This design comes from an exercise in tuning for small area, a short achievable clock period and few clock cycles per item on the open sky130 flow, not from production work. The RTL was checked by simulation tests, not by an equivalence proof against the original design.

## flow/constraint.sdc

```tcl
create_clock -name core_clock -period 50.0 [get_ports {clk}]
set_input_delay 10.0000 -clock core_clock [delete_from_list [all_inputs] [get_ports {clk}]]
set_output_delay 10.0000 -clock core_clock [all_outputs]
set_load 0.01 [all_outputs]
```

## flow/design.v

```verilog
`default_nettype none
module kalman_filter_mc #(
    parameter int DW    = 13,
    parameter int CH    = 3,
    parameter int CW    = 2,
    parameter int FRAC  = 12,
    parameter int Q_DEF = 1,
    parameter int R_DEF = 64
) (
    input  logic              clk,
    input  logic              rst_n,
    input  logic              cfg_we,
    input  logic [DW-2:0]     q_cfg,
    input  logic [DW-2:0]     r_cfg,
    input  logic              clr,
    input  logic              in_valid,
    output logic              in_ready,
    input  logic [CW-1:0]     in_ch,
    input  logic signed [DW-1:0] in_data,
    output logic              out_valid,
    output logic [CW-1:0]     out_ch,
    output logic signed [DW-1:0] out_data
);
    localparam int PW  = DW - 1;            
    localparam int NW  = DW + FRAC;         
    localparam int KW  = FRAC + 1;          
    localparam int MXW = KW + DW + 2;       
    localparam int MPW = KW + PW;           
    localparam logic [PW-1:0]         c_P_MAX = '1;
    localparam logic [KW-1:0]         c_K_ONE = {1'b1, {FRAC{1'b0}}};
    localparam logic signed [MXW-1:0] c_X_MAX = MXW'((1 << (DW-1)) - 1);
    localparam logic signed [MXW-1:0] c_X_MIN = ~c_X_MAX;
    typedef enum logic [2:0] {
        S_IDLE = 3'd0,
        S_PRED = 3'd1,
        S_GAIN = 3'd2,
        S_DIV  = 3'd3,
        S_MUL  = 3'd4,
        S_SUM  = 3'd5,
        S_WB   = 3'd6
    } state_t;
    state_t                r_state;
    logic signed [DW-1:0]  r_x [CH];
    logic [PW-1:0]         r_p [CH];
    logic [CH-1:0]         r_seeded;
    logic [PW-1:0]         r_q;
    logic [PW-1:0]         r_r;
    logic [PW-1:0]         r_q_s;
    logic [PW-1:0]         r_r_s;
    logic signed [DW-1:0]  r_z;
    logic [CW-1:0]         r_ch;
    logic                  r_seed;
    logic signed [DW-1:0]  r_xf;
    logic [PW-1:0]         r_pf;
    logic [NW-1:0]         r_num;
    logic [DW:0]           r_den;
    logic signed [DW:0]    r_innov;
    logic [KW-1:0]         r_k;
    logic signed [MXW-1:0] r_mx;
    logic [MPW-1:0]        r_mp;
    logic signed [DW-1:0]  r_xn;
    logic [PW-1:0]         r_pn;
    logic                  r_in_ready;
    logic                  r_out_valid;
    logic [CW-1:0]         r_out_ch;
    logic signed [DW-1:0]  r_out_data;
    logic                  w_ch_ok;
    logic [PW:0]           w_psum;
    logic [NW-1:0]         w_quot;
    logic [KW-1:0]         w_k;
    logic signed [MXW-1:0] w_xsum;
    logic signed [DW-1:0]  w_xn;
    logic [MPW-1:0]        w_mp_sh;
    logic [PW-1:0]         w_pn;
    always_comb begin
        w_ch_ok = (int'(in_ch) < CH);
        w_psum  = {1'b0, r_p[r_ch]} + {1'b0, r_q_s};
        w_quot = '0;
        w_k    = '0;
        if (r_den != '0) begin
            w_quot = r_num / NW'(r_den);
            w_k    = (w_quot > NW'(c_K_ONE)) ? c_K_ONE : w_quot[KW-1:0];
        end
        w_xsum = MXW'(r_xf) + (r_mx >>> FRAC);
        if (w_xsum > c_X_MAX)
            w_xn = c_X_MAX[DW-1:0];
        else if (w_xsum < c_X_MIN)
            w_xn = c_X_MIN[DW-1:0];
        else
            w_xn = w_xsum[DW-1:0];
        w_mp_sh = r_mp >> FRAC;
        if (w_mp_sh >= MPW'(r_pf))
            w_pn = '0;
        else
            w_pn = r_pf - w_mp_sh[PW-1:0];
    end
    always_ff @(posedge clk or negedge rst_n) begin
        if (!rst_n) begin
            r_state     <= S_IDLE;
            for (int i = 0; i < CH; i++) begin
                r_x[i] <= '0;
                r_p[i] <= '0;
            end
            r_seeded    <= '0;
            r_q         <= PW'(Q_DEF);
            r_r         <= PW'(R_DEF);
            r_q_s       <= PW'(Q_DEF);
            r_r_s       <= PW'(R_DEF);
            r_z         <= '0;
            r_ch        <= '0;
            r_seed      <= 1'b0;
            r_xf        <= '0;
            r_pf        <= '0;
            r_num       <= '0;
            r_den       <= '0;
            r_innov     <= '0;
            r_k         <= '0;
            r_mx        <= '0;
            r_mp        <= '0;
            r_xn        <= '0;
            r_pn        <= '0;
            r_in_ready  <= 1'b1;
            r_out_valid <= 1'b0;
            r_out_ch    <= '0;
            r_out_data  <= '0;
        end else begin
            r_out_valid <= 1'b0;
            if (cfg_we) begin
                r_q <= q_cfg;
                r_r <= r_cfg;
            end
            if (clr)
                r_seeded <= '0;
            case (r_state)
                S_IDLE: begin
                    r_in_ready <= 1'b1;
                    if (in_valid && r_in_ready && w_ch_ok) begin
                        r_z        <= in_data;
                        r_ch       <= in_ch;
                        r_q_s      <= r_q;
                        r_r_s      <= r_r;
                        r_in_ready <= 1'b0;
                        r_state    <= S_PRED;
                    end
                end
                S_PRED: begin
                    r_xf    <= r_x[r_ch];
                    r_pf    <= w_psum[PW] ? c_P_MAX : w_psum[PW-1:0];
                    r_seed  <= ~r_seeded[r_ch];
                    r_state <= S_GAIN;
                end
                S_GAIN: begin
                    r_num   <= NW'(r_pf) << FRAC;
                    r_den   <= (DW+1)'(r_pf) + (DW+1)'(r_r_s);
                    r_innov <= (DW+1)'(r_z) - (DW+1)'(r_xf);
                    r_state <= S_DIV;
                end
                S_DIV: begin
                    r_k     <= w_k;
                    r_state <= S_MUL;
                end
                S_MUL: begin
                    r_mx    <= MXW'($signed({1'b0, r_k})) * MXW'(r_innov);
                    r_mp    <= MPW'(r_k) * MPW'(r_pf);
                    r_state <= S_SUM;
                end
                S_SUM: begin
                    r_xn    <= r_seed ? r_z : w_xn;
                    r_pn    <= r_seed ? r_r_s : w_pn;
                    r_state <= S_WB;
                end
                S_WB: begin
                    r_x[r_ch]      <= r_xn;
                    r_p[r_ch]      <= r_pn;
                    r_seeded[r_ch] <= 1'b1;
                    r_out_data     <= r_xn;
                    r_out_ch       <= r_ch;
                    r_out_valid    <= 1'b1;
                    r_in_ready     <= 1'b1;
                    r_state        <= S_IDLE;
                end
                default: begin
                    r_in_ready <= 1'b1;
                    r_state    <= S_IDLE;
                end
            endcase
        end
    end
    assign in_ready  = r_in_ready;
    assign out_valid = r_out_valid;
    assign out_ch    = r_out_ch;
    assign out_data  = r_out_data;
endmodule
`default_nettype wire
```

## flow/run.sh

```bash
#!/bin/bash
# synth_recipe.tcl (not shown) runs the flow's synth.tcl, then flattens the netlist and writes it again
# the make line also repeats each setting of config.mk as NAME=value (left out here)
make -C /OpenROAD-flow-scripts/flow DESIGN_CONFIG=/design/flow/config.mk WORK_HOME=/design/flow/orfs CLKGATE_MAP_FILE= SYNTH_SCRIPT=/design/flow/synth_recipe.tcl finish
```

## flow/config.mk

```make
export PLATFORM = sky130hd
export DESIGN_NAME = kalman_filter_mc
export DESIGN_NICKNAME = kalman_filter_mc
export VERILOG_FILES = /design/flow/design.v
export SDC_FILE = /design/flow/constraint.sdc
export NUM_CORES = 4
export LEC_CHECK = 0
export CAP_MARGIN = 20
export CORE_MARGIN = 2
export CORE_UTILIZATION = 40
export SLEW_MARGIN = 20
```

==> impl_metrics.toml <==
[placement]
globalplace.congestion = 0.981
dp_cells = 6019
port_buffers = 60
dp_hpwl_um = 86000

[floorplanning]
fp.dieH_um = 318
rows = 115
core_area_um2 = 98100
start_util_pct = 40.3
dieArea_um2 = 101000
die-width_um = 318
io_pins = 61

[timing]
tightest_slew_ns = 1.05
fin_crit_sh_pct = 97.5
grt_setup_unrepaired = "true"
hold_viol_final = 0
maxSlewViolCount = 0
skew_ns = 0.0271
finalSetupViolCount = 0
fin_crit_ns = 48.73
fmax_mhz = 20.5
slew_headroom_pct = 28.8
hold_ws_ns = 0.476

[layout]
syn_to_final_growth_pct = 19.5
fin_cells = 6227
final_common_cell = "nand2_1"
num_antenna_cells = 0
nets = 5679
mostFrequentLayoutCells = "nand2_1, ha_1, inv_1"
drive_gt1_share_pct = 20.0

[clock_tree]
cts_buffers = 36
h-tree-depth = 2
clk_pin_slew_worst_paths_ns = 0.06
cts_sinks = 293
cts_tree = "built"
clock_tree.buffer_depth = 3
cts_root_buffer = "clkbuf_16"
clk-insertion-delay-late_ns = 0.57

[setup_path]
path_class = "register to register"
start_kind = "register"
endpoint = "r_k[0]"
max_stage_delay_ns = 0.55
critPathArrivalTime_ns = 49.15
crit_required_ns = 50.42
end_kind = "register"
crit_start = "r_den[12]"
r2r-end = "r_k[0]"
path_buf_inv = 10
cp.depth = 270
critPathMaxFanout = 13
reg2reg_depth = 270
cpMostUsedCell = "o21ai_2"
r2r_start = "r_den[12]"
timing.critical_path.slowest_stage_cell = "or4_4"
crit_family = "compound AO/OA/AOI/OAI gates"
r2r_setup_slack_ns = 1.27

[status]
run_status = "complete, no violations"

[detailed_routing]
vias = 34400
drc = 0
antenna_left = 0
wire_per_inst_um = 18.5
drtIter0Drc = 2037
drt_first_pass_iters = 5
totalWireLength_um = 115000
routed_via_density = 5.53

[synth]
avgSynthCellArea_um2 = 8.52
yosys.area_share.simple_pct = 17.1
synthAdderAreaFrac_pct = 27.5
synthTopCellsByArea = "dfrtp_1, ha_1, fa_1, mux2_2, nand2_1"
seq_area_frac_synth_pct = 18.6
synth_top_family_by_area = "adder cells"
synth_nets = 5402
synth-edff-count = 0
yosys_warnings = 3
ys_ff_latch = 293
synth-main-ff-cell = "dfrtp_1"
synth_compound_area_share_pct = 19.3
synth_area_um2 = 39500
synth_xor_area_share_pct = 5.10
synth_cell_type_count = 112
ys_async_sr_fraction_pct = 100
synth_mux_area_share_pct = 6.59
synth_cells = 4635
synth_top_cell_by_area = "dfrtp_1"
yosys.area.top_type_share_pct = 18.2

[global_route]
grt_pass1_wl_um = 184000
grt_max_degree = 159
grt_overflow_total = 0
grtUsageTotal_pct = 22.3
antenna_found_initial = 0
grt_pass1_vias = 33800

[worst_hold_path]
min_path_type = "register to register"

[flow_run]
drv_cap = 0
-- cell usage after synthesis, types with 34 or more instances --
library cell	count
ha_1	479
nand2b_1	60
mux2_2	192
o21a_1	92
xor2_1	75
xnor2_1	155
o31ai_1	35
nor3_1	82
clkbuf_1	155
nand3_1	62
dfrtp_1	288
mux2i_1	34
a22oi_1	41
a21oi_1	259
a21o_1	132
inv_1	418
nor2b_1	60
nand2_1	547
nor2_1	282
fa_1	244
o21bai_1	41
o21ai_0	261
and2_1	132
-- area by class of cell --
cell class	instances	area, um^2
Inverter	420	1580
Sequential cell	293	7340
Clock inverter	10	140
Clock buffer	56	1060
Timing Repair Buffer	414	3390
Multi-Input combinational cell	3747	32100
Tap cell	1287	1610
Fill cell	9418	50900
-- worst min-delay path by stage --
stage                    from              to  slack (ns)  cells after the start
6_report       r_out_data[12]  r_out_data[12]        0.48                      2
5_1_grt         r_out_data[9]   r_out_data[9]        0.50                      2
4_1_cts         r_out_data[0]   r_out_data[0]        0.48                      2
3_5_place_dp    r_out_data[5]   r_out_data[5]        0.47                      2
3_3_place_gp   r_out_data[12]  r_out_data[12]        0.46                      2
2_1_floorplan        r_mp[23]        r_mp[23]        0.45                      2
-- tightest hold or removal path, stage by stage (launching register included) --
cell and delay [ns]:
dfrtp_1 0.34, nand2_1 0.05, nand2_1 0.05
-- registers in the layout, summed over array words and instances (netlist names), 2 cells and up --
register,cells
r_ch,2
r_r_s,12
r_mp,13
r_xn,13
r_xf,13
r_mx,16
r_z,13
r_out_ch,2
r_pn,12
r_pf,12
r_x,39
r_k,13
r_seeded,3
r_state,3
r_den,13
r_r,12
r_q_s,12
r_q,12
r_innov,14
r_out_data,13
r_num,12
r_p,36
-- what timing repair did --
item | in CTS | in global routing
buffers inserted | 27 | 110
setup endpoints to repair | 1 | 2
pin swaps | 25 | 237
cloned | 2 | 3
resized for setup | 30 | 256
hold buffers | 0 | 0
-- metal layers --
| layer | track usage (%) | routed length, um |
|---|---|---|
| met4 | 6.13 | 3790 |
| met5 | 0 | 0 |
| met1 | 28.9 | 49900 |
| met2 | 39.7 | 57600 |
| met3 | 1.69 | 4020 |
-- metrics by stage --
stage | worst slack [ns] | TNS, ns | cell area [um^2] | util [%]
after floorplan | 0.00282 | 0 | 40600 | -
final | 1.27 | 0 | 47200 | 48.1
after global routing | -1.37 | -1.37 | 47200 | 48.1
after CTS | 0.00630 | 0 | 45100 | 45.9
after detailed placement | -1.36 | -1.36 | 43500 | 44.4
after global placement | -0.534 | -0.534 | 43500 | 44.4
-- kinds of logic after synthesis --
family,count (synthesis)
muxes,234
DFF,293
and+or+nand+nor,1409
other,1
buffers and inverters,598
AOI/OAI and AO/OA,1147
xor gates and xnor gates,230
adders and majority gates,723
Testbench counts, summed over its fixed seeds: cycles 84,008, items 12,000.

static timing again, ports no longer ideal:
The results above use ideal ports. As a check the final layout listed here was re-extracted and re-timed, cells and wires unchanged.
Step 1: set_driving_cell puts a clkbuf_16 on clk and a buf_2 on each other input, an assumption about the parent block.
Step 2 also shifts input and output timing later by t, the mid clock arrival at the registers, as if the neighbouring blocks saw the same clock.
a / b / c = ideal / step 1 / step 2; a / b = the first two.
t (ns): 0.625
slack for setup (ns): 1.268 / 1.268 / 1.268
worst setup path at the end: register to register
worst slew at a driven data input, ns: 0.06
After both steps setup and hold are still met in this run. For this run, drivers alone change the setup slack by 0.000 ns; drivers and shift together by 0.000 ns.
